Context: an optimization exercise on an open-source flow, tuned for small area, a short achievable clock period and few clock cycles per item. The choices shown serve that exercise and are no tape-out recipe.
RTL that was checked went through simulation tests only; none was proved equivalent to the original.

Setup of the baseline:
==> flow/design.v (excerpt) <==
module mat_engine_top (
    input  logic                           clk,
    input  logic                           rst_n,
    input  logic                           cmd_valid,
    input  logic [1:0]                     cmd_op,
    input  logic [mat_cfg_pkg::ADDR_W-1:0] cmd_addr,
    input  logic [mat_cfg_pkg::OPND_W-1:0] cmd_data,
    input  logic [mat_cfg_pkg::ADDR_W-1:0] rd_addr,
    output logic [mat_cfg_pkg::ACC_W-1:0]  rd_data,
    output logic                           busy,
    output logic                           done
);
For scale: ~3,100 cells after synthesis, about 910 flip-flops, ~47,000 sq um of cells after synthesis.
==> module matmul_execute, before the edit <==
module matmul_execute (
    input  logic                            clk,
    input  logic                            rst_n,
    input  logic                            clr,
    input  logic                            start,
    input  logic                            load,
    input  logic                            sel_a,
    input  logic [ADDR_W-1:0]               addr,
    input  mat_cfg_pkg::operand_t           data,
    input  logic [OPND_W-1:0]               old_val,
    input  logic [MAT_N*OPND_W-1:0]         x_row,
    output logic                            busy,
    output logic                            done,
    output logic [MAT_N*MAT_N*C_W-1:0]    c_live
);
    localparam int DW = OPND_W + 1;
    logic                        s1_vld;
    logic signed [DW-1:0]        s1_d;
    logic [3:0]                  s1_bn  [MAT_N];
    logic [3:0]                  s1_bo  [MAT_N];
    logic [3:0]                  s1_bt  [MAT_N];
    logic [IDX_W-1:0]            s1_sel [MAT_N];
    logic signed [C_W-1:0]       c_old  [MAT_N];
    logic signed [C_W-1:0]       c_new  [MAT_N];
    always_ff @(posedge clk or negedge rst_n) begin
        if (!rst_n) begin
            busy <= 1'b0;
            done <= 1'b0;
        end else begin
            busy <= start;
            if (start) begin
                done <= 1'b0;
            end else if (busy) begin
                done <= 1'b1;
            end
        end
    end
    always_ff @(posedge clk or negedge rst_n) begin
        if (!rst_n) begin
            s1_vld <= 1'b0;
        end else begin
            s1_vld <= load;
        end
    end
    always_ff @(posedge clk) begin
        s1_d <= DW'($signed(data)) - DW'($signed(old_val));
        for (int m = 0; m < MAT_N; m++) begin
            for (int k = 0; k < 4; k++) begin
                logic [2:0] t;
                t = {x_row[m*OPND_W + 2*k + 1], x_row[m*OPND_W + 2*k],
                     (k == 0) ? 1'b0 : x_row[m*OPND_W + 2*k - 1]};
                s1_bn[m][k] <= t[2];
                s1_bo[m][k] <= t[1] ^ t[0];
                s1_bt[m][k] <= (t == 3'b011) || (t == 3'b100);
            end
            s1_sel[m] <= sel_a ? addr[ADDR_W-1:IDX_W] : IDX_W'(m) - addr[IDX_W-1:0];
        end
    end
    always_comb begin
        for (int m = 0; m < MAT_N; m++) begin
            c_old[m] = '0;
            for (int r = 0; r < MAT_N; r++) begin
                if (s1_sel[m] == IDX_W'(r)) begin
                    c_old[m] = c_live[(r*MAT_N + ((m - r) & (MAT_N - 1)))*C_W +: C_W];
                end
            end
        end
    end
    for (genvar m = 0; m < MAT_N; m++) begin : g_lane
        mac_lane u_mac (
            .d (s1_d),
            .bn(s1_bn[m]),
            .bo(s1_bo[m]),
            .bt(s1_bt[m]),
            .c (c_old[m]),
            .y (c_new[m])
        );
    end
    always_ff @(posedge clk) begin
        for (int r = 0; r < MAT_N; r++) begin
            for (int c = 0; c < MAT_N; c++) begin
                if (clr || (s1_vld && s1_sel[(r + c) % MAT_N] == IDX_W'(r))) begin
                    c_live[(r*MAT_N + c)*C_W +: C_W] <= clr ? '0 : c_new[(r + c) % MAT_N];
                end
            end
        end
    end
endmodule
clock: 8.5 ns
lec_check: 0
cap_margin: 20
core_margin: 2
core_utilization: 55
cts_buf_list: sky130_fd_sc_hd__clkbuf_16
cts_cluster_diameter: 80
cts_cluster_size: 24
place_density: 0.7
setup_slack_margin: 3.5
slew_margin: 20
run.sh (not shown) runs the stock make flow with config.mk's settings and CLKGATE_MAP_FILE= SYNTH_SCRIPT=/design/flow/synth_recipe.tcl, a recipe that flattens the netlist after the stock synthesis.
Testbench counts of the baseline, summed over its fixed seeds: cycles 12,816, items 480.
Inputs modified between the baseline and the candidate:
--- a/flow/design.v
+++ b/flow/design.v
@@ -136,6 +136,9 @@
     logic [3:0]                  s1_bn  [MAT_N];
     logic [3:0]                  s1_bo  [MAT_N];
     logic [3:0]                  s1_bt  [MAT_N];
+    logic                        s1_a;
+    logic [IDX_W-1:0]            s1_i;
+    logic [IDX_W-1:0]            s1_j;
     logic [IDX_W-1:0]            s1_sel [MAT_N];
     logic signed [C_W-1:0]       c_old  [MAT_N];
     logic signed [C_W-1:0]       c_new  [MAT_N];
@@ -161,6 +164,9 @@
     end
     always_ff @(posedge clk) begin
         s1_d <= DW'($signed(data)) - DW'($signed(old_val));
+        s1_a <= sel_a;
+        s1_i <= addr[ADDR_W-1:IDX_W];
+        s1_j <= addr[IDX_W-1:0];
         for (int m = 0; m < MAT_N; m++) begin
             for (int k = 0; k < 4; k++) begin
                 logic [2:0] t;
@@ -170,11 +176,11 @@
                 s1_bo[m][k] <= t[1] ^ t[0];
                 s1_bt[m][k] <= (t == 3'b011) || (t == 3'b100);
             end
-            s1_sel[m] <= sel_a ? addr[ADDR_W-1:IDX_W] : IDX_W'(m) - addr[IDX_W-1:0];
         end
     end
     always_comb begin
         for (int m = 0; m < MAT_N; m++) begin
+            s1_sel[m] = s1_a ? s1_i : IDX_W'(m) - s1_j;
             c_old[m] = '0;
             for (int r = 0; r < MAT_N; r++) begin
                 if (s1_sel[m] == IDX_W'(r)) begin
@@ -196,7 +202,7 @@
     always_ff @(posedge clk) begin
         for (int r = 0; r < MAT_N; r++) begin
             for (int c = 0; c < MAT_N; c++) begin
-                if (clr || (s1_vld && s1_sel[(r + c) % MAT_N] == IDX_W'(r))) begin
+                if (clr || (s1_vld && (s1_a ? s1_i == IDX_W'(r) : s1_j == IDX_W'(c)))) begin
                     c_live[(r*MAT_N + c)*C_W +: C_W] <= clr ? '0 : c_new[(r + c) % MAT_N];
                 end
             end
- Comparing the baseline and the candidate, the higher multi-input combinational cell count was measured on the candidate.
- Fraction of registers with async set/reset of the baseline is on par with the candidate.
- The candidate vs the baseline: clock-buffer cell count up in the candidate
- Average size of a mapped cell went down by a few percent going from the baseline to the candidate.
- From the baseline to the candidate the numbers moved as follows: design area picked up an extra 0.53%, cell count after synthesis picked up an extra about 1.2%, final period demand of the worst path lost 0.041 ns.
- All of the baseline and the candidate finish clean.
- The candidate vs. the baseline: buffering overhead now sits higher, via count of the first global-routing pass now smaller, register share of the cell area now smaller.
- A category of the critical setup timing path of reg -> reg is what the candidate shows, while in -> out belongs to the baseline.
Function not checked in the candidate: the RTL went through the layout flow alone.

-- port drivers added, routing unchanged --
The results above use ideal ports. As a check the final layouts listed here were re-extracted and re-timed, cells and wires unchanged. Step 1 sets driving cells, clkbuf_16 on the clock port and buf_2 on the other inputs (assumed; they add their load-dependent delay and slew). Step 2 also shifts input and output timing later by t, the mid clock arrival at the registers, as if the neighbouring blocks saw the same clock. a / b / c = no drivers / after step 1 / after step 2; a / b = the first two.
run	shift t [ns]	setup WS [ns]	worst register clock-pin slew, ns	worst slew at a driven data input, ns	cell pins on the clock port's net
the baseline	0.689	3.482 / 3.123 / 3.123	0.10 / 0.10	0.41	1
the candidate	0.696	3.523 / 3.259 / 3.259	0.10 / 0.10	0.29	1
After both steps every run listed still meets setup and hold. The setup slack of the baseline, which loses most, moves by -0.359 ns with the drivers and by -0.359 ns with both steps.
